What follows belongs to an exercise in optimizing a design on an open flow for small area, a short achievable clock period and few clock cycles per item; a production flow would make more cautious choices. At most, simulation tests tie the RTL to the original design; equivalence was not proved. The RTL of runs 2 and 3 was laid out without a check of its function.

==> flow/design.v <==
package md5_pkg;
  typedef logic [31:0] word_t;
  typedef logic [512-1:0] block_t;
  typedef logic [128-1:0] digest_t;  
  typedef enum logic [1:0] {
    ROUND_F,
    ROUND_G,
    ROUND_H,
    ROUND_I
  } round_e;
  typedef enum logic {
    STAGE_IDLE,
    STAGE_BUSY
  } stage_state_e;
  localparam digest_t md5_init = {32'h10325476, 32'h98badcfe, 32'hefcdab89, 32'h67452301};
  function automatic word_t md5_k(logic [5:0] step);
    case (step)
      6'd0: md5_k = 32'hd76aa478;
      6'd1: md5_k = 32'he8c7b756;
      6'd2: md5_k = 32'h242070db;
      6'd3: md5_k = 32'hc1bdceee;
      6'd4: md5_k = 32'hf57c0faf;
      6'd5: md5_k = 32'h4787c62a;
      6'd6: md5_k = 32'ha8304613;
      6'd7: md5_k = 32'hfd469501;
      6'd8: md5_k = 32'h698098d8;
      6'd9: md5_k = 32'h8b44f7af;
      6'd10: md5_k = 32'hffff5bb1;
      6'd11: md5_k = 32'h895cd7be;
      6'd12: md5_k = 32'h6b901122;
      6'd13: md5_k = 32'hfd987193;
      6'd14: md5_k = 32'ha679438e;
      6'd15: md5_k = 32'h49b40821;
      6'd16: md5_k = 32'hf61e2562;
      6'd17: md5_k = 32'hc040b340;
      6'd18: md5_k = 32'h265e5a51;
      6'd19: md5_k = 32'he9b6c7aa;
      6'd20: md5_k = 32'hd62f105d;
      6'd21: md5_k = 32'h02441453;
      6'd22: md5_k = 32'hd8a1e681;
      6'd23: md5_k = 32'he7d3fbc8;
      6'd24: md5_k = 32'h21e1cde6;
      6'd25: md5_k = 32'hc33707d6;
      6'd26: md5_k = 32'hf4d50d87;
      6'd27: md5_k = 32'h455a14ed;
      6'd28: md5_k = 32'ha9e3e905;
      6'd29: md5_k = 32'hfcefa3f8;
      6'd30: md5_k = 32'h676f02d9;
      6'd31: md5_k = 32'h8d2a4c8a;
      6'd32: md5_k = 32'hfffa3942;
      6'd33: md5_k = 32'h8771f681;
      6'd34: md5_k = 32'h6d9d6122;
      6'd35: md5_k = 32'hfde5380c;
      6'd36: md5_k = 32'ha4beea44;
      6'd37: md5_k = 32'h4bdecfa9;
      6'd38: md5_k = 32'hf6bb4b60;
      6'd39: md5_k = 32'hbebfbc70;
      6'd40: md5_k = 32'h289b7ec6;
      6'd41: md5_k = 32'heaa127fa;
      6'd42: md5_k = 32'hd4ef3085;
      6'd43: md5_k = 32'h04881d05;
      6'd44: md5_k = 32'hd9d4d039;
      6'd45: md5_k = 32'he6db99e5;
      6'd46: md5_k = 32'h1fa27cf8;
      6'd47: md5_k = 32'hc4ac5665;
      6'd48: md5_k = 32'hf4292244;
      6'd49: md5_k = 32'h432aff97;
      6'd50: md5_k = 32'hab9423a7;
      6'd51: md5_k = 32'hfc93a039;
      6'd52: md5_k = 32'h655b59c3;
      6'd53: md5_k = 32'h8f0ccc92;
      6'd54: md5_k = 32'hffeff47d;
      6'd55: md5_k = 32'h85845dd1;
      6'd56: md5_k = 32'h6fa87e4f;
      6'd57: md5_k = 32'hfe2ce6e0;
      6'd58: md5_k = 32'ha3014314;
      6'd59: md5_k = 32'h4e0811a1;
      6'd60: md5_k = 32'hf7537e82;
      6'd61: md5_k = 32'hbd3af235;
      6'd62: md5_k = 32'h2ad7d2bb;
      default: md5_k = 32'heb86d391;
    endcase
  endfunction
  function automatic logic [4:0] md5_shift(round_e round, logic [5:0] step);
    case ({round, step[1:0]})
      4'd0: md5_shift = 5'd7;
      4'd1: md5_shift = 5'd12;
      4'd2: md5_shift = 5'd17;
      4'd3: md5_shift = 5'd22;
      4'd4: md5_shift = 5'd5;
      4'd5: md5_shift = 5'd9;
      4'd6: md5_shift = 5'd14;
      4'd7: md5_shift = 5'd20;
      4'd8: md5_shift = 5'd4;
      4'd9: md5_shift = 5'd11;
      4'd10: md5_shift = 5'd16;
      4'd11: md5_shift = 5'd23;
      4'd12: md5_shift = 5'd6;
      4'd13: md5_shift = 5'd10;
      4'd14: md5_shift = 5'd15;
      default: md5_shift = 5'd21;
    endcase
  endfunction
endpackage
`timescale 1ns/1ps
module md5_block_loader #(
  parameter int NCORE = 4
) (
  input  logic   clk,
  input  logic   arst_n,
  input  logic   start,
  input  logic   available_read,
  input  logic   available_write,
  input  logic   read_data_valid,
  input  logic   done_rd_data,
  input  logic   done_wr_data,
  input  logic [NCORE-1:0] core_ok,
  output logic   request_read,
  output logic [NCORE-1:0] core_load,
  output logic   done
);
  logic       pending_q;  
  logic [1:0] ans_q;      
  logic [1:0] nxt;
  logic       issue;
  assign nxt   = read_data_valid ? (ans_q + 2'd1) : ans_q;
  assign issue = start && available_read && available_write
                 && (!pending_q || read_data_valid) && core_ok[nxt];
  always_comb begin
    core_load = '0;
    core_load[ans_q] = read_data_valid;
  end
  always_ff @(posedge clk or negedge arst_n) begin
    if (!arst_n) begin
      request_read <= 1'b0;
      pending_q    <= 1'b0;
      ans_q        <= '0;
      done         <= 1'b0;
    end else begin
      request_read <= issue;
      done         <= done_rd_data & done_wr_data;
      if (issue) begin
        pending_q <= 1'b1;
      end else if (read_data_valid) begin
        pending_q <= 1'b0;
      end
      if (read_data_valid) begin
        ans_q <= ans_q + 2'd1;
      end
    end
  end
endmodule
`timescale 1ns/1ps
module md5_round_stage (
  input  logic    clk,
  input  logic    arst_n,
  input  logic    load,       
  input  md5_pkg::block_t  load_data,
  output logic    req_ok,     
  output logic    fin,        
  output md5_pkg::digest_t digest  
);
  localparam md5_pkg::digest_t IV = md5_pkg::md5_init;
  md5_pkg::block_t m_q;
  logic            full_q;    
  logic            run_q;
  logic [5:0]      cnt_q;
  md5_pkg::word_t  a_q, b_q, c_q, d_q, p_q;
  logic           go;
  logic [5:0]     idx_n;
  logic [3:0]     g_n;
  md5_pkg::word_t a_n, p_n;
  md5_pkg::word_t f, sum_w, rot_w, b_new;
  logic [4:0]     sh;
  assign go     = full_q && !run_q;
  assign req_ok = !full_q && (!run_q || (cnt_q >= 6'd60));
  always_comb begin
    idx_n = run_q ? (cnt_q + 6'd1) : 6'd0;
    a_n   = run_q ? d_q : IV[31:0];
    case (idx_n[5:4])
      2'd0: g_n = idx_n[3:0];
      2'd1: g_n = idx_n[3:0] * 4'd5 + 4'd1;
      2'd2: g_n = idx_n[3:0] * 4'd3 + 4'd5;
      default: g_n = idx_n[3:0] * 4'd7;
    endcase
    p_n = a_n + md5_pkg::md5_k(idx_n) + m_q[32*g_n +: 32];
  end
  always_comb begin
    case (cnt_q[5:4])
      2'd0: f = (b_q & c_q) | (~b_q & d_q);
      2'd1: f = (b_q & d_q) | (c_q & ~d_q);
      2'd2: f = b_q ^ c_q ^ d_q;
      default: f = c_q ^ (b_q | ~d_q);
    endcase
    sh    = md5_pkg::md5_shift(md5_pkg::round_e'(cnt_q[5:4]), cnt_q);
    sum_w = p_q + f;
    rot_w = (sum_w << sh) | (sum_w >> (6'd32 - {1'b0, sh}));
    b_new = b_q + rot_w;
  end
  always_ff @(posedge clk or negedge arst_n) begin
    if (!arst_n) begin
      full_q <= 1'b0;
      run_q  <= 1'b0;
      cnt_q  <= '0;
      fin    <= 1'b0;
    end else begin
      fin <= run_q && (cnt_q == 6'd63);
      if (load) begin
        full_q <= 1'b1;
      end else if (go) begin
        full_q <= 1'b0;
      end
      if (go) begin
        run_q <= 1'b1;
        cnt_q <= '0;
      end else if (run_q) begin
        cnt_q <= cnt_q + 6'd1;
        if (cnt_q == 6'd63) run_q <= 1'b0;
      end
    end
  end
  always_ff @(posedge clk) begin
    if (load) begin
      m_q <= load_data;
    end
    p_q <= p_n;
    if (go) begin
      {d_q, c_q, b_q, a_q} <= IV;
    end else if (run_q) begin
      a_q <= d_q;
      b_q <= b_new;
      c_q <= b_q;
      d_q <= c_q;
    end
  end
  always_comb begin
    digest[31:0]   = a_q + IV[31:0];
    digest[63:32]  = b_q + IV[63:32];
    digest[95:64]  = c_q + IV[95:64];
    digest[127:96] = d_q + IV[127:96];
  end
endmodule
`timescale 1ns/1ps
module md5_digest_packer (
  input  logic    clk,
  input  logic    [3:0] fin,
  input  md5_pkg::digest_t dig0,
  input  md5_pkg::digest_t dig1,
  input  md5_pkg::digest_t dig2,
  input  md5_pkg::digest_t dig3,
  output logic    request_write,
  output md5_pkg::block_t  write_data
);
  md5_pkg::digest_t slot0_q, slot1_q, slot2_q;
  always_ff @(posedge clk) begin
    if (fin[0]) slot0_q <= dig0;
    if (fin[1]) slot1_q <= dig1;
    if (fin[2]) slot2_q <= dig2;
  end
  assign request_write = fin[3];
  assign write_data    = {dig3, slot2_q, slot1_q, slot0_q};
endmodule
`timescale 1ns/1ps
module md5_accel_top (
  input  logic   clk,
  input  logic   arst_n,
  input  logic   start,
  input  logic   available_read,
  input  logic   available_write,
  input  logic   read_data_valid,
  input  md5_pkg::block_t read_data,
  input  logic   done_rd_data,
  input  logic   done_wr_data,
  output logic   request_read,
  output logic   request_write,
  output md5_pkg::block_t write_data,
  output logic   done
);
  localparam int NCORE = 4;
  logic [NCORE-1:0] core_ok;
  logic [NCORE-1:0] core_load;
  logic [NCORE-1:0] core_fin;
  md5_pkg::digest_t core_dig [NCORE];
  md5_block_loader #(
    .NCORE (NCORE)
  ) u_loader (
    .clk             (clk),
    .arst_n          (arst_n),
    .start           (start),
    .available_read  (available_read),
    .available_write (available_write),
    .read_data_valid (read_data_valid),
    .done_rd_data    (done_rd_data),
    .done_wr_data    (done_wr_data),
    .core_ok         (core_ok),
    .request_read    (request_read),
    .core_load       (core_load),
    .done            (done)
  );
  for (genvar i = 0; i < NCORE; i++) begin : g_core
    md5_round_stage u_core (
      .clk       (clk),
      .arst_n    (arst_n),
      .load      (core_load[i]),
      .load_data (read_data),
      .req_ok    (core_ok[i]),
      .fin       (core_fin[i]),
      .digest    (core_dig[i])
    );
  end
  md5_digest_packer u_packer (
    .clk           (clk),
    .fin           (core_fin),
    .dig0          (core_dig[0]),
    .dig1          (core_dig[1]),
    .dig2          (core_dig[2]),
    .dig3          (core_dig[3]),
    .request_write (request_write),
    .write_data    (write_data)
  );
endmodule
==> flow/run.sh <==
#!/bin/bash
# synth_recipe.tcl (not shown) runs the flow's synth.tcl, then flattens the netlist and writes it again
# the make line also repeats each setting of config.mk as NAME=value (left out here)
make -C /OpenROAD-flow-scripts/flow DESIGN_CONFIG=/design/flow/config.mk WORK_HOME=/design/flow/orfs CLKGATE_MAP_FILE= SYNTH_SCRIPT=/design/flow/synth_recipe.tcl finish
==> flow/config.mk <==
export PLATFORM = sky130hd
export DESIGN_NAME = md5_accel_top
export DESIGN_NICKNAME = md5_accel_top
export VERILOG_FILES = /design/flow/design.v
export SDC_FILE = /design/flow/constraint.sdc
export NUM_CORES = 4
export LEC_CHECK = 0
export CAP_MARGIN = 20
export CORE_MARGIN = 2
export CORE_UTILIZATION = 40
export SLEW_MARGIN = 20
==> flow/constraint.sdc <==
create_clock -name core_clock -period 11.5 [get_ports {clk}]
set_input_delay 2.3000 -clock core_clock [delete_from_list [all_inputs] [get_ports {clk}]]
set_output_delay 2.3000 -clock core_clock [all_outputs]
set_load 0.01 [all_outputs]
==> out/results.tsv, run 1 <==
metric	value	unit
status	no timing/DRC/antenna violations	
Final period util	0.894	
largest cells by area after synthesis	edfxtp_1 42%, dfxtp_1 7.3%, mux4_2 5.2%, nand2_1 4.2%, a21oi_1 4.0%	
top cell type's share of synthesized area	0.415	
Post-CTS Hold Buffers	0	
Syn Nets	17900	
clk slew on worst S/H paths	0.07	ns
Period minus WS final	10.28	ns
grt ovf	0	
routability cong.	1.01	
crit end category	flip-flop	
Post-synth ARST share	0.0132	
postcts setup bufs	0	
First DRT Iteration DRCs	17000	
Required @ worst endpoint	12.41	ns
CP peak stage delay	0.94	ns
GRT Overall Usage	0.300	
die span in y	667	um
die area	445000	um2
largest area contributor in the netlist	edfxtp_1	
endpoints failing setup	0	
Final Max Tran Viols	0	
H-tree depth	5	
Routed wire per std cell	29.6	um
Worst Path Arrival	11.19	ns
largest net degree at the start of global routing	183	
final cell count without fillers	23400	
Slew @ Worst Pin	1.25	ns
clock latency at the later pin of the worst-skew pair	1.00	ns
Worst Path Buf+Inv	7	
clock skew	0.0818	ns
Synth Register Bits	3113	
slew margin rel.	0.166	
Max FO, Critical Path	36	
cts bufs inserted	342	
drt total wl	692	mm
nets	18400	
sequential area share after synthesis	0.494	
CTS sink cnt	3113	
Netlist cell types	99	
CP Depth	27	
number of cells upsized or downsized after cts	0	
endpoints failing hold	0	
Layout Area Growth over Synthesis	15.9	%
final core utilization	0.465	
Root Buffer	clkbuf_16	
CTS tree	yes	
floorplan core area	438000	um2
vias per cell	5.98	
Antenna Violating Nets Remaining	0	
row count	243	
worst r2r path cells	27	
max-cap violations	0	
RSZ-0062 raised after global routing	false	
TNS Setup	0	ns
first-pass GRT wire length	971	mm
Syn. warnings	5	
Largest delay share family, worst path	compound AO/OA/AOI/OAI gates	
CP startpoint kind	flip-flop	
DRC viols	0	
hpwl dp	517	mm
number of synthesized flops with an enable pin	2432	
vias in the first global route	130000	
CP max stage cell	mux4_4	
I/O pin count	1035	
overall die width	667	um
Setup CP Type	flip-flop to flip-flop	
HP Class	flip-flop to flip-flop	
R2R Setup Slk	1.22	ns
Port Buffers	1034	
fraction of layout cells with a size suffix above 1	0.0915	
Hold Crit Depth	2	
Post-synth top flop	edfxtp_1	
Max clock buf depth	4	
Avg Inst Size Synth	10.5	um2
cell area after synthesis	176000	um2
# placed instances	22700	
post-synthesis instance total	16700	
commonest non-fill, non-tap cells in the layout	2432 x edfxtp_1, 1945 x nand2_1, 1383 x a21oi_1	
Initial DRT Pass Iterations	9	
f_max	97.3	MHz
Initial Util	0.402	
initial antenna violation count	153	
Vias	140000	
most common cell after layout, fill and taps aside	edfxtp_1	
[worst paths after layout]
| kind | from | end |
|---|---|---|
| min in group asynchronous | arst_n | u_loader.request_read$_DFF_PN0_ |
| worst max-delay path | g_core[2].u_core.cnt_q[0]$_DFFE_PN0P_ | g_core[2].u_core.p_q[30]$_DFF_P_ |
| worst min register to register | g_core[0].u_core.a_q[31]$_SDFFE_PP0P_ | g_core[0].u_core.a_q[31]$_SDFFE_PP0P_ |
| worst max register to register | g_core[2].u_core.cnt_q[0]$_DFFE_PN0P_ | g_core[2].u_core.p_q[30]$_DFF_P_ |
| worst min-delay path | g_core[0].u_core.a_q[31]$_SDFFE_PP0P_ | g_core[0].u_core.a_q[31]$_SDFFE_PP0P_ |
| max in group asynchronous | arst_n | g_core[3].u_core.run_q$_DFF_PN0_ |
[synthesized netlist by cell type, types with 123 or more instances]
cell type  number
and2_1        191
a21o_1        214
ha_1          528
clkbuf_1      991
nand3_1       290
fa_1          148
nand2b_1      127
nor3_1        320
a311oi_1      123
o22ai_1       277
inv_1         485
buf_1         221
o21a_1        145
mux2i_1       324
mux4_2        408
a21oi_1      1404
xnor2_1       712
edfxtp_1     2432
mux2_2        124
o21ai_0       905
nor2_1       1209
o211ai_1      160
nand2_1      1953
dfxtp_1       640
a211oi_1      369
xor2_1        380
a31oi_1       325
[cells by family after synthesis]
group / synth area share
AO/OA/AOI/OAI: 0.168
AND/OR/NAND/NOR: 0.112
flip-flops: 0.494
buffers and inverters: 0.0379
XOR/XNOR: 0.0547
multiplexers: 0.0786
adder cells (fa/ha/maj): 0.0544
[flip-flops by register name (all words and copies together) (netlist names), 2 cells and up]
signal and flops:
u_packer.slot2_q 128, g_core.u_core.c_q 128, g_core.u_core.d_q 128, g_core.u_core.run_q 4
g_core.u_core.b_q 128, g_core.u_core.p_q 128, g_core.u_core.full_q 4, g_core.u_core.a_q 128
g_core.u_core.fin 4, u_packer.slot1_q 128, g_core.u_core.cnt_q 24, g_core.u_core.m_q 2048
u_loader.ans_q 2, u_packer.slot0_q 128
[layer usage]
metal,track usage,part of all wire,vias up
met4,0.146,0.053,80
met2,0.469,0.46,6351
met5,0,0.00072,-
met3,0.0591,0.082,1172
li1,-,-,63000
met1,0.399,0.41,69400
[metrics by stage]
stage                     cell area [um2]  setup WS [ns]  hold WS (ns)
after floorplan                    176000          -7.53         0.406
after global placement             192000           1.37         0.447
after detailed placement           192000           1.28         0.449
after CTS                          204000           1.28         0.458
after global routing               204000          0.729         0.485
final                              204000           1.22         0.453
[area by class of cell]
class / instances / area (um2)
sequential: 3113 / 86900
inverter: 500 / 1880
multi-input combinational: 11800 / 83100
antenna: 99 / 248
clock buffer: 426 / 9180
timing repair buffer: 1366 / 13300
fill: 40200 / 234000
tap: 5880 / 7360
clock inverter: 204 / 1970
[tightest hold or removal path: stages (launching register included)]
cell,delay (ns)
dfxtp_1,0.32
nand2_1,0.05
nand2_1,0.04
Testbench counts, summed over its fixed seeds: cycles 8,798, items 512.
==> run 2: changes to the inputs <==
--- a/flow/design.v
+++ b/flow/design.v
@@ -158,32 +158,59 @@
   input  md5_pkg::block_t  load_data,
   output logic    req_ok,     
   output logic    fin,        
-  output md5_pkg::digest_t digest  
+  output md5_pkg::digest_t state  
 );
   localparam md5_pkg::digest_t IV = md5_pkg::md5_init;
   md5_pkg::block_t m_q;
   logic            full_q;    
   logic            run_q;
-  logic [5:0]      cnt_q;
+  logic [5:0]      cnt_q;     
+  logic [5:0]      pidx_q;    
+  logic [3:0]      g_q;       
   md5_pkg::word_t  a_q, b_q, c_q, d_q, p_q;
   logic           go;
-  logic [5:0]     idx_n;
+  logic           run_n;
+  logic [5:0]     pidx_n;
   logic [3:0]     g_n;
   md5_pkg::word_t a_n, p_n;
-  md5_pkg::word_t f, sum_w, rot_w, b_new;
-  logic [4:0]     sh;
+  md5_pkg::word_t f, sum_w, rot1, rot_w, b_new;
+  logic [1:0]     sh_lo;
+  logic [2:0]     sh_hi;
   assign go     = full_q && !run_q;
+  assign run_n  = go || (run_q && (cnt_q != 6'd63));
   assign req_ok = !full_q && (!run_q || (cnt_q >= 6'd60));
   always_comb begin
-    idx_n = run_q ? (cnt_q + 6'd1) : 6'd0;
-    a_n   = run_q ? d_q : IV[31:0];
-    case (idx_n[5:4])
-      2'd0: g_n = idx_n[3:0];
-      2'd1: g_n = idx_n[3:0] * 4'd5 + 4'd1;
-      2'd2: g_n = idx_n[3:0] * 4'd3 + 4'd5;
-      default: g_n = idx_n[3:0] * 4'd7;
+    pidx_n = go ? 6'd1 : ((run_q && (cnt_q != 6'd63)) ? (cnt_q + 6'd2) : 6'd0);
+    case (pidx_n[5:4])
+      2'd0: g_n = pidx_n[3:0];
+      2'd1: g_n = pidx_n[3:0] * 4'd5 + 4'd1;
+      2'd2: g_n = pidx_n[3:0] * 4'd3 + 4'd5;
+      default: g_n = pidx_n[3:0] * 4'd7;
+    endcase
+  end
+  always_comb begin
+    a_n = run_q ? d_q : IV[31:0];
+    p_n = a_n + md5_pkg::md5_k(pidx_q) + m_q[32*g_q +: 32];
+  end
+  always_comb begin
+    case ({cnt_q[5:4], cnt_q[1:0]})
+      4'd0:  {sh_hi, sh_lo} = {3'd1, 2'd3};  
+      4'd1:  {sh_hi, sh_lo} = {3'd3, 2'd0};  
+      4'd2:  {sh_hi, sh_lo} = {3'd4, 2'd1};  
+      4'd3:  {sh_hi, sh_lo} = {3'd5, 2'd2};  
+      4'd4:  {sh_hi, sh_lo} = {3'd1, 2'd1};  
+      4'd5:  {sh_hi, sh_lo} = {3'd2, 2'd1};  
+      4'd6:  {sh_hi, sh_lo} = {3'd3, 2'd2};  
+      4'd7:  {sh_hi, sh_lo} = {3'd5, 2'd0};  
+      4'd8:  {sh_hi, sh_lo} = {3'd1, 2'd0};  
+      4'd9:  {sh_hi, sh_lo} = {3'd2, 2'd3};  
+      4'd10: {sh_hi, sh_lo} = {3'd4, 2'd0};  
+      4'd11: {sh_hi, sh_lo} = {3'd5, 2'd3};  
+      4'd12: {sh_hi, sh_lo} = {3'd1, 2'd2};  
+      4'd13: {sh_hi, sh_lo} = {3'd2, 2'd2};  
+      4'd14: {sh_hi, sh_lo} = {3'd3, 2'd3};  
+      default: {sh_hi, sh_lo} = {3'd5, 2'd1};  
     endcase
-    p_n = a_n + md5_pkg::md5_k(idx_n) + m_q[32*g_n +: 32];
   end
   always_comb begin
     case (cnt_q[5:4])
@@ -192,9 +219,20 @@
       2'd2: f = b_q ^ c_q ^ d_q;
       default: f = c_q ^ (b_q | ~d_q);
     endcase
-    sh    = md5_pkg::md5_shift(md5_pkg::round_e'(cnt_q[5:4]), cnt_q);
     sum_w = p_q + f;
-    rot_w = (sum_w << sh) | (sum_w >> (6'd32 - {1'b0, sh}));
+    case (sh_lo)
+      2'd0: rot1 = sum_w;
+      2'd1: rot1 = {sum_w[30:0], sum_w[31]};
+      2'd2: rot1 = {sum_w[29:0], sum_w[31:30]};
+      default: rot1 = {sum_w[28:0], sum_w[31:29]};
+    endcase
+    case (sh_hi)
+      3'd1: rot_w = {rot1[27:0], rot1[31:28]};
+      3'd2: rot_w = {rot1[23:0], rot1[31:24]};
+      3'd3: rot_w = {rot1[19:0], rot1[31:20]};
+      3'd4: rot_w = {rot1[15:0], rot1[31:16]};
+      default: rot_w = {rot1[11:0], rot1[31:12]};
+    endcase
     b_new = b_q + rot_w;
   end
   always_ff @(posedge clk or negedge arst_n) begin
@@ -204,18 +242,17 @@
       cnt_q  <= '0;
       fin    <= 1'b0;
     end else begin
-      fin <= run_q && (cnt_q == 6'd63);
+      fin   <= run_q && (cnt_q == 6'd63);
+      run_q <= run_n;
       if (load) begin
         full_q <= 1'b1;
       end else if (go) begin
         full_q <= 1'b0;
       end
       if (go) begin
-        run_q <= 1'b1;
         cnt_q <= '0;
       end else if (run_q) begin
         cnt_q <= cnt_q + 6'd1;
-        if (cnt_q == 6'd63) run_q <= 1'b0;
       end
     end
   end
@@ -223,42 +260,48 @@
     if (load) begin
       m_q <= load_data;
     end
-    p_q <= p_n;
+    pidx_q <= pidx_n;
+    g_q    <= g_n;
+    p_q    <= p_n;
     if (go) begin
       {d_q, c_q, b_q, a_q} <= IV;
-    end else if (run_q) begin
+    end else begin
       a_q <= d_q;
       b_q <= b_new;
       c_q <= b_q;
       d_q <= c_q;
     end
   end
-  always_comb begin
-    digest[31:0]   = a_q + IV[31:0];
-    digest[63:32]  = b_q + IV[63:32];
-    digest[95:64]  = c_q + IV[95:64];
-    digest[127:96] = d_q + IV[127:96];
-  end
+  assign state = {d_q, c_q, b_q, a_q};
 endmodule
 `timescale 1ns/1ps
 module md5_digest_packer (
   input  logic    clk,
   input  logic    [3:0] fin,
-  input  md5_pkg::digest_t dig0,
-  input  md5_pkg::digest_t dig1,
-  input  md5_pkg::digest_t dig2,
-  input  md5_pkg::digest_t dig3,
+  input  md5_pkg::digest_t st0,
+  input  md5_pkg::digest_t st1,
+  input  md5_pkg::digest_t st2,
+  input  md5_pkg::digest_t st3,
   output logic    request_write,
   output md5_pkg::block_t  write_data
 );
+  localparam md5_pkg::digest_t IV = md5_pkg::md5_init;
   md5_pkg::digest_t slot0_q, slot1_q, slot2_q;
+  md5_pkg::digest_t st, dig;
+  always_comb begin
+    st = ({128{fin[0]}} & st0) | ({128{fin[1]}} & st1)
+       | ({128{fin[2]}} & st2) | ({128{fin[3]}} & st3);
+    for (int w = 0; w < 4; w++) begin
+      dig[32*w +: 32] = st[32*w +: 32] + IV[32*w +: 32];
+    end
+  end
   always_ff @(posedge clk) begin
-    if (fin[0]) slot0_q <= dig0;
-    if (fin[1]) slot1_q <= dig1;
-    if (fin[2]) slot2_q <= dig2;
+    if (fin[0]) slot0_q <= dig;
+    if (fin[1]) slot1_q <= dig;
+    if (fin[2]) slot2_q <= dig;
   end
   assign request_write = fin[3];
-  assign write_data    = {dig3, slot2_q, slot1_q, slot0_q};
+  assign write_data    = {dig, slot2_q, slot1_q, slot0_q};
 endmodule
 `timescale 1ns/1ps
 module md5_accel_top (
@@ -305,16 +348,16 @@
       .load_data (read_data),
       .req_ok    (core_ok[i]),
       .fin       (core_fin[i]),
-      .digest    (core_dig[i])
+      .state     (core_dig[i])
     );
   end
   md5_digest_packer u_packer (
     .clk           (clk),
     .fin           (core_fin),
-    .dig0          (core_dig[0]),
-    .dig1          (core_dig[1]),
-    .dig2          (core_dig[2]),
-    .dig3          (core_dig[3]),
+    .st0           (core_dig[0]),
+    .st1           (core_dig[1]),
+    .st2           (core_dig[2]),
+    .st3           (core_dig[3]),
     .request_write (request_write),
     .write_data    (write_data)
   );
--- a/flow/config.mk
+++ b/flow/config.mk
@@ -8,4 +8,5 @@
 export CAP_MARGIN = 20
 export CORE_MARGIN = 2
 export CORE_UTILIZATION = 40
+export SETUP_SLACK_MARGIN = 5
 export SLEW_MARGIN = 20
==> out/results.tsv, run 2 <==
metric	value	unit
Syn. warnings	5	
gr busiest metal	met2	
Max FO, Critical Path	8	
clock latency at the later pin of the worst-skew pair	1.02	ns
cell area after synthesis	166000	um2
nets	16600	
Routed wire per std cell	33.8	um
Synth Area in XOR/XNOR	0.0337	
I/O pin count	1035	
Avg Inst Size Synth	12.0	um2
Syn Nets	14900	
Port Buffers	1034	
TNS Setup	0	ns
Antenna Violating Nets Remaining	0	
met2 usage	0.502	
fraction of layout cells with a size suffix above 1	0.239	
Max clock buf depth	4	
first-pass GRT wire length	974	mm
top cell type's share of synthesized area	0.441	
Layout Area Growth over Synthesis	26.5	%
largest net degree at the start of global routing	169	
Vias	131000	
CP startpoint kind	flip-flop	
First DRT Iteration DRCs	18000	
Netlist cell types	111	
endpoints failing setup	0	
Initial DRT Pass Iterations	7	
met3 usage	0.0797	
routability cong.	1.01	
clk slew on worst S/H paths	0.06	ns
endpoints failing hold	0	
Worst Path Arrival	8.20	ns
sequential area share after synthesis	0.542	
top cells by count, synth	2432 x edfxtp_1, 1142 x nand2_1, 977 x nor2_1	
slew margin rel.	0.168	
post-synthesis mux area share	0.0995	
GR Util met1	0.428	
floorplan core area	413000	um2
Final period util	0.637	
CP peak stage delay	0.59	ns
Root Buffer	clkbuf_16	
Period minus WS final	7.33	ns
Largest delay share family, worst path	compound AO/OA/AOI/OAI gates	
hpwl dp	505	mm
CP max stage cell	dfrtp_4	
status	no timing/DRC/antenna violations	
simple-gate share of the synthesized area	0.0967	
HP Class	flip-flop to flip-flop	
H-tree depth	5	
post-synthesis instance total	13800	
Synth Area in Adders	0.0565	
initial antenna violation count	146	
grt ovf	0	
GRT Overall Usage	0.330	
die area	419000	um2
main combinational cell family by area after synthesis	compound AO/OA/AOI/OAI gates	
Initial Util	0.401	
DRC viols	0	
Final Max Tran Viols	0	
most common cell in the netlist	edfxtp_1	
Required @ worst endpoint	12.38	ns
drt total wl	718	mm
die span in y	648	um
most common cell after layout, fill and taps aside	edfxtp_1	
Setup CP Type	flip-flop to flip-flop	
Synth Register Bits	3257	
f_max	136	MHz
CTS tree	yes	
clock skew	0.0962	ns
Worst Path Buf+Inv	3	
Post-synth ARST share	0.0126	
RSZ-0062 raised after global routing	true	
overall die width	648	um
commonest non-fill, non-tap cells in the layout	2432 x edfxtp_1, 1046 x nand2_1, 948 x clkdlybuf4s50_1	
cts bufs inserted	351	
max-cap violations	0	
Slew @ Worst Pin	1.24	ns
Synth Area in Compound Gates	0.146	
vias per cell	6.17	
crit end category	flip-flop	
max FFs per register	2048	
Top reg by flops	g_core.u_core.m_q	
largest area contributor in the netlist	edfxtp_1	
number of synthesized flops with an enable pin	2432	
CTS sink cnt	3257	
Post-synth top flop	edfxtp_1	
row count	236	
largest cells by area after synthesis	edfxtp_1 44%, dfxtp_1 9.5%, mux4_2 9.0%, ha_1 3.9%, o21ai_0 2.9%	
vias in the first global route	122000	
run 2: path summary, 6_finish.rpt:
kind	startpoint	endpoint	slack, ns	cells past startpoint
setup reg to reg	g_core[3].u_core.cnt_q[5]$_DFFE_PN0P_	g_core[3].u_core.b_q[31]$_SDFF_PP1_	4.17	32
hold reg to reg	u_loader.pending_q$_DFFE_PN0P_	u_loader.pending_q$_DFFE_PN0P_	0.49	1
setup / recovery	g_core[3].u_core.cnt_q[5]$_DFFE_PN0P_	g_core[3].u_core.b_q[31]$_SDFF_PP1_	4.17	32
hold / removal	u_loader.pending_q$_DFFE_PN0P_	u_loader.pending_q$_DFFE_PN0P_	0.49	1
max in group asynchronous	arst_n	g_core[2].u_core.cnt_q[4]$_DFFE_PN0P_	8.96	2
min in group asynchronous	arst_n	u_loader.request_read$_DFF_PN0_	1.24	1
run 2: what timing repair did:
item,in CTS,in global routing
hold buffers,0,0
gates cloned,25,7
gates resized for setup,1390,709
pin swaps,460,367
setup buffers,500,214
endpoints found under the setup margin,258,191
run 2: cell type report:
| type | count | area (um2) |
|---|---|---|
| clock buffers | 452 | 9380 |
| flip-flops and latches | 3257 | 89900 |
| diodes | 60 | 150 |
| repair buffers | 2105 | 20900 |
| multi-input cells | 9366 | 79000 |
| clock inverters | 190 | 2090 |
| inverters | 344 | 1300 |
| well taps | 5474 | 6850 |
| fillers | 35700 | 203000 |
run 2: through the flow:
stage | util | cells | setup slack [ns] | cell area, um2 | hold slack (ns)
2_1_floorplan | - | 13800 | -7.56 | 166000 | 0.439
5_1_grt | 0.508 | 21200 | 3.95 | 210000 | 0.516
3_5_place_dp | 0.443 | 19800 | 2.07 | 183000 | 0.473
3_3_place_gp | 0.443 | 19800 | 2.24 | 183000 | 0.464
4_1_cts | 0.497 | 21000 | 4.32 | 205000 | 0.487
6_report | 0.508 | 21200 | 4.17 | 210000 | 0.489
run 2: logic make-up after synthesis:
kind of cell / count (synthesis)
AOI/OAI and AO/OA: 3781
muxes: 818
xor gates and xnor gates: 636
and+or+nand+nor: 3468
adders and majority gates: 662
buffers and inverters: 1131
DFF: 3257
run 2: worst register-to-register path: cells and delay by family, from the launching register on:
| family | cells | cell delay [ns] |
|---|---|---|
| AOI/OAI and AO/OA | 21 | 4.37 |
| adders and majority gates | 2 | 0.72 |
| DFF | 1 | 0.59 |
| and+or+nand+nor | 3 | 0.57 |
| buffers and inverters | 3 | 0.56 |
| muxes | 2 | 0.22 |
| xor gates and xnor gates | 1 | 0.16 |
run 2: layer usage:
metal | wire length [um] | up-vias
li1 | - | 55800
met1 | 274000 | 65800
met3 | 73000 | 1669
met5 | 820 | -
met2 | 319000 | 7808
met4 | 51700 | 132
==> run 3: changes to the inputs <==
--- a/flow/design.v
+++ b/flow/design.v
@@ -174,8 +174,6 @@
   logic [3:0]     g_n;
   md5_pkg::word_t a_n, p_n;
   md5_pkg::word_t f, sum_w, rot1, rot_w, b_new;
-  logic [1:0]     sh_lo;
-  logic [2:0]     sh_hi;
   assign go     = full_q && !run_q;
   assign run_n  = go || (run_q && (cnt_q != 6'd63));
   assign req_ok = !full_q && (!run_q || (cnt_q >= 6'd60));
@@ -192,47 +190,56 @@
     a_n = run_q ? d_q : IV[31:0];
     p_n = a_n + md5_pkg::md5_k(pidx_q) + m_q[32*g_q +: 32];
   end
+  logic [5:0] cnt_n;
+  logic [3:0] rnd_n, rnd_q;
+  logic [3:0] lo_n, lo_q;
+  logic [4:0] hi_n, hi_q;
+  logic [1:0] sh_lo_n;
+  logic [2:0] sh_hi_n;
   always_comb begin
-    case ({cnt_q[5:4], cnt_q[1:0]})
-      4'd0:  {sh_hi, sh_lo} = {3'd1, 2'd3};  
-      4'd1:  {sh_hi, sh_lo} = {3'd3, 2'd0};  
-      4'd2:  {sh_hi, sh_lo} = {3'd4, 2'd1};  
-      4'd3:  {sh_hi, sh_lo} = {3'd5, 2'd2};  
-      4'd4:  {sh_hi, sh_lo} = {3'd1, 2'd1};  
-      4'd5:  {sh_hi, sh_lo} = {3'd2, 2'd1};  
-      4'd6:  {sh_hi, sh_lo} = {3'd3, 2'd2};  
-      4'd7:  {sh_hi, sh_lo} = {3'd5, 2'd0};  
-      4'd8:  {sh_hi, sh_lo} = {3'd1, 2'd0};  
-      4'd9:  {sh_hi, sh_lo} = {3'd2, 2'd3};  
-      4'd10: {sh_hi, sh_lo} = {3'd4, 2'd0};  
-      4'd11: {sh_hi, sh_lo} = {3'd5, 2'd3};  
-      4'd12: {sh_hi, sh_lo} = {3'd1, 2'd2};  
-      4'd13: {sh_hi, sh_lo} = {3'd2, 2'd2};  
-      4'd14: {sh_hi, sh_lo} = {3'd3, 2'd3};  
-      default: {sh_hi, sh_lo} = {3'd5, 2'd1};  
+    cnt_n = go ? 6'd0 : (run_q ? (cnt_q + 6'd1) : cnt_q);
+    case ({cnt_n[5:4], cnt_n[1:0]})
+      4'd0:  {sh_hi_n, sh_lo_n} = {3'd1, 2'd3};  
+      4'd1:  {sh_hi_n, sh_lo_n} = {3'd3, 2'd0};  
+      4'd2:  {sh_hi_n, sh_lo_n} = {3'd4, 2'd1};  
+      4'd3:  {sh_hi_n, sh_lo_n} = {3'd5, 2'd2};  
+      4'd4:  {sh_hi_n, sh_lo_n} = {3'd1, 2'd1};  
+      4'd5:  {sh_hi_n, sh_lo_n} = {3'd2, 2'd1};  
+      4'd6:  {sh_hi_n, sh_lo_n} = {3'd3, 2'd2};  
+      4'd7:  {sh_hi_n, sh_lo_n} = {3'd5, 2'd0};  
+      4'd8:  {sh_hi_n, sh_lo_n} = {3'd1, 2'd0};  
+      4'd9:  {sh_hi_n, sh_lo_n} = {3'd2, 2'd3};  
+      4'd10: {sh_hi_n, sh_lo_n} = {3'd4, 2'd0};  
+      4'd11: {sh_hi_n, sh_lo_n} = {3'd5, 2'd3};  
+      4'd12: {sh_hi_n, sh_lo_n} = {3'd1, 2'd2};  
+      4'd13: {sh_hi_n, sh_lo_n} = {3'd2, 2'd2};  
+      4'd14: {sh_hi_n, sh_lo_n} = {3'd3, 2'd3};  
+      default: {sh_hi_n, sh_lo_n} = {3'd5, 2'd1};  
     endcase
+    rnd_n = 4'b0001 << cnt_n[5:4];
+    lo_n  = 4'b0001 << sh_lo_n;
+    hi_n  = 5'b00001 << (sh_hi_n - 3'd1);
+  end
+  always_ff @(posedge clk) begin
+    rnd_q <= rnd_n;
+    lo_q  <= lo_n;
+    hi_q  <= hi_n;
   end
   always_comb begin
-    case (cnt_q[5:4])
-      2'd0: f = (b_q & c_q) | (~b_q & d_q);
-      2'd1: f = (b_q & d_q) | (c_q & ~d_q);
-      2'd2: f = b_q ^ c_q ^ d_q;
-      default: f = c_q ^ (b_q | ~d_q);
-    endcase
+    f = ({32{rnd_q[0]}} & ((b_q & c_q) | (~b_q & d_q)))
+      | ({32{rnd_q[1]}} & ((b_q & d_q) | (c_q & ~d_q)))
+      | ({32{rnd_q[2]}} & (b_q ^ c_q ^ d_q))
+      | ({32{rnd_q[3]}} & (c_q ^ (b_q | ~d_q)));
     sum_w = p_q + f;
-    case (sh_lo)
-      2'd0: rot1 = sum_w;
-      2'd1: rot1 = {sum_w[30:0], sum_w[31]};
-      2'd2: rot1 = {sum_w[29:0], sum_w[31:30]};
-      default: rot1 = {sum_w[28:0], sum_w[31:29]};
-    endcase
-    case (sh_hi)
-      3'd1: rot_w = {rot1[27:0], rot1[31:28]};
-      3'd2: rot_w = {rot1[23:0], rot1[31:24]};
-      3'd3: rot_w = {rot1[19:0], rot1[31:20]};
-      3'd4: rot_w = {rot1[15:0], rot1[31:16]};
-      default: rot_w = {rot1[11:0], rot1[31:12]};
-    endcase
+    rot1 = ({32{lo_q[0]}} & sum_w)
+         | ({32{lo_q[1]}} & {sum_w[30:0], sum_w[31]})
+         | ({32{lo_q[2]}} & {sum_w[29:0], sum_w[31:30]})
+         | ({32{lo_q[3]}} & {sum_w[28:0], sum_w[31:29]});
+    rot_w = ({32{hi_q[0]}} & {rot1[27:0], rot1[31:28]})
+          | ({32{hi_q[1]}} & {rot1[23:0], rot1[31:24]})
+          | ({32{hi_q[2]}} & {rot1[19:0], rot1[31:20]})
+          | ({32{hi_q[3]}} & {rot1[15:0], rot1[31:16]})
+          | ({32{hi_q[4]}} & {rot1[11:0], rot1[31:12]});
     b_new = b_q + rot_w;
   end
   always_ff @(posedge clk or negedge arst_n) begin
@@ -249,11 +256,7 @@
       end else if (go) begin
         full_q <= 1'b0;
       end
-      if (go) begin
-        cnt_q <= '0;
-      end else if (run_q) begin
-        cnt_q <= cnt_q + 6'd1;
-      end
+      cnt_q <= cnt_n;
     end
   end
   always_ff @(posedge clk) begin
--- a/flow/config.mk
+++ b/flow/config.mk
@@ -10,3 +10,4 @@
 export CORE_UTILIZATION = 40
 export SETUP_SLACK_MARGIN = 5
 export SLEW_MARGIN = 20
+export TNS_END_PERCENT = 5
==> out/results.tsv, run 3 <==
metric	value	unit
top cells by count, synth	2432 x edfxtp_1, 1375 x nand2_1, 836 x dfxtp_1	
Setup CP Type	flip-flop to primary output	
Largest delay share family, worst path	buffers and inverters	
nets	15900	
Final Hold Slack	0.478	ns
reg2reg end	g_core[3].u_core.b_q[31]$_SDFF_PP1_	
top cell type's share of synthesized area	0.441	
Port Buffers	1034	
CP Launch Point	g_core[2].u_core.fin$_DFF_PN0_	
Period minus WS final	7.35	ns
endpoints failing hold	0	
CP max stage cell	clkdlybuf4s50_1	
Final period util	0.639	
final cell count without fillers	20600	
DR top layer	met5	
routed wl met2	290	mm
clk slew on worst S/H paths	0.06	ns
Max clock buf depth	4	
largest area contributor in the netlist	edfxtp_1	
f_max	136	MHz
vias in the first global route	114000	
Top reg by flops	g_core.u_core.m_q	
cell mode on critical path	a21oi_2	
R2R Setup Slk	4.44	ns
Final Max Tran Viols	0	
Avg Inst Size Synth	12.2	um2
Hold Crit Depth	1	
crit end category	primary output	
clock skew	0.102	ns
routability cong.	1.02	
DRC viols	0	
Worst Path Arrival	5.05	ns
I/O pin count	1035	
max-cap violations	0	
H-tree depth	5	
cts bufs inserted	359	
Antenna Violating Nets Remaining	0	
sequential area share after synthesis	0.549	
Required @ worst endpoint	9.20	ns
max FFs per register	2048	
Synth Register Bits	3309	
TNS Setup	0	ns
clock latency at the later pin of the worst-skew pair	1.01	ns
commonest non-fill, non-tap cells in the layout	2432 x edfxtp_1, 1329 x nand2_1, 1015 x clkdlybuf4s50_1	
CP peak stage delay	1.01	ns
drt total wl	669	mm
row count	236	
initial antenna violation count	168	
largest cells by area after synthesis	edfxtp_1 44%, dfxtp_1 10%, mux4_2 8.7%, ha_1 4.0%, nand2_1 3.1%	
Vias	126000	
wl on met1	255	mm
# placed instances	19500	
DR WL met3	73.2	mm
post-placement cell area	182000	um2
Syn. warnings	5	
CP startpoint kind	flip-flop	
cell area after synthesis	166000	um2
grt ovf	0	
slew margin rel.	0.143	
RSZ-0062 raised after global routing	true	
reg2reg start	g_core[3].u_core.d_q[5]$_SDFF_PP1_	
hold path startpoint	u_loader.pending_q$_DFFE_PN0P_	
Root Buffer	clkbuf_16	
largest net degree at the start of global routing	157	
Post-synth top flop	edfxtp_1	
Initial Util	0.401	
Syn Nets	14800	
vias per cell	6.10	
worst min-delay path endpoint	u_loader.request_read$_DFF_PN0_	
Netlist cell types	108	
Max FO, Critical Path	6	
floorplan core area	413000	um2
Initial DRT Pass Iterations	15	
post-synthesis instance total	13600	
worst r2r path cells	33	
Routed wire per std cell	32.5	um
HP Class	flip-flop to flip-flop	
worst-path cell chain	buf_12 -> buf_4 -> a22oi_1 -> nand2_1 -> nand3_1 -> a21oi_2 -> o21ai_4 -> a21oi_4 -> or2_2 -> a21oi_2 -> clkdlybuf4s50_1	
overall die width	647	um
CTS sink cnt	3309	
First DRT Iteration DRCs	18800	
die span in y	647	um
Slew @ Worst Pin	1.29	ns
endpoints failing setup	0	
most common cell after layout, fill and taps aside	edfxtp_1	
most common cell in the netlist	edfxtp_1	
fraction of layout cells with a size suffix above 1	0.171	
CTS tree	yes	
Layout Area Growth over Synthesis	21.8	%
first-pass GRT wire length	908	mm
Post-CTS Hold Buffers	0	
die area	419000	um2
hpwl dp	481	mm
status	no timing/DRC/antenna violations	
Post-synth ARST share	0.0124	
GRT Overall Usage	0.307	
Worst Path Buf+Inv	3	
number of synthesized flops with an enable pin	2432	
design area	202000	um2
[run 3: cell types whose count changed after synthesis, sizes merged, moves of 149 or more]
cell    previous run  this run
or2              280        22
nor2             978       759
clkbuf           597       746
a21oi            886       683
nand2           1142      1375
o21ai           1023       616
a222oi            15       214
[run 3: metrics by stage]
step                worst slack, ns  utilization
finish                         4.15        0.489
detailed placement             2.37        0.442
CTS                            4.23        0.478
floorplan                     -7.56            -
global placement               2.43        0.442
global route                   4.15        0.488
[run 3: repair_timing]
action                     in CTS  in global routing
setup endpoints to repair     245                225
pin swaps                      81                331
setup buffers                 117                158
resized for setup             426                585
cloned                         13                 13
[run 3: cells by family (layout without fill, tap and decap cells)]
group,after synthesis,count (layout),synth area share
buffers and inverters,1386,2783,0.0316
flip-flops,3309,3309,0.549
adder cells (fa/ha/maj),674,674,0.0575
AND/OR/NAND/NOR,3582,3584,0.100
XOR/XNOR,751,751,0.0399
AO/OA/AOI/OAI,3213,3213,0.131
other,0,83,0
multiplexers,704,704,0.0912
[run 3: worst max path at each step]
stage | endpoint | slack (ns) | cells past startpoint
floorplan | g_core[0].u_core.m_q[0]$_DFFE_PP_ | -7.56 | 2
global placement | g_core[3].u_core.b_q[30]$_SDFF_PP1_ | 2.43 | 31
detailed placement | g_core[3].u_core.b_q[30]$_SDFF_PP1_ | 2.37 | 27
CTS | write_data[511] | 4.23 | 15
global route | g_core[0].u_core.b_q[27]$_SDFF_PP1_ | 4.15 | 31
finish | write_data[496] | 4.15 | 11
[run 3: area by class of cell]
type / count / area, um2
Clock inverter: 225 / 2540
Clock buffer: 443 / 9630
Multi-Input combinational cell: 8926 / 73300
Inverter: 492 / 1880
Tap cell: 5474 / 6850
Sequential cell: 3309 / 91000
Fill cell: 36200 / 211000
Antenna cell: 83 / 208
Timing Repair Buffer: 1623 / 16000
[run 3: per-layer routing]
metal | track usage | vias up
met4 | 0.196 | 96
met5 | 0 | -
met2 | 0.457 | 7384
met3 | 0.0805 | 1521
li1 | - | 53900
met1 | 0.397 | 62600
[run 3: worst reg2reg max path, delay by kind of cell (launching register included)]
| family | cells | cell delay [ns] |
|---|---|---|
| simple gates | 5 | 0.75 |
| fa+ha+maj | 2 | 0.73 |
| buf+inv | 3 | 0.47 |
| compound gates | 21 | 4.08 |
| flops | 1 | 0.62 |
| xor+xnor | 2 | 0.34 |

[re-timing with driven ports]
Ports are ideal in the flow. The routed layouts listed here were re-timed in OpenROAD. Step 1 assumes that a clkbuf_16 drives the clock port and a buf_2 every other input. Step 2 times the ports against the registers' clock, not the clock port: input delays grow and output delays shrink by t, the midpoint of the rising clock arrivals with the driver on. a / b / c = ideal ports / drivers / drivers and shift; a / b = the first two.
run	shift t [ns]	setup WS [ns]	slew at the worst register clock pin (ns)	worst slew at a driven data input, ns
run 1	1.082	1.223 / 1.223 / 1.223	0.07 / 0.07	0.41
run 2	1.093	4.172 / 4.163 / 4.172	0.07 / 0.07	0.23
run 3	1.078	4.154 / 4.029 / 4.436	0.07 / 0.07	0.40
After both steps every run listed still meets setup and hold.
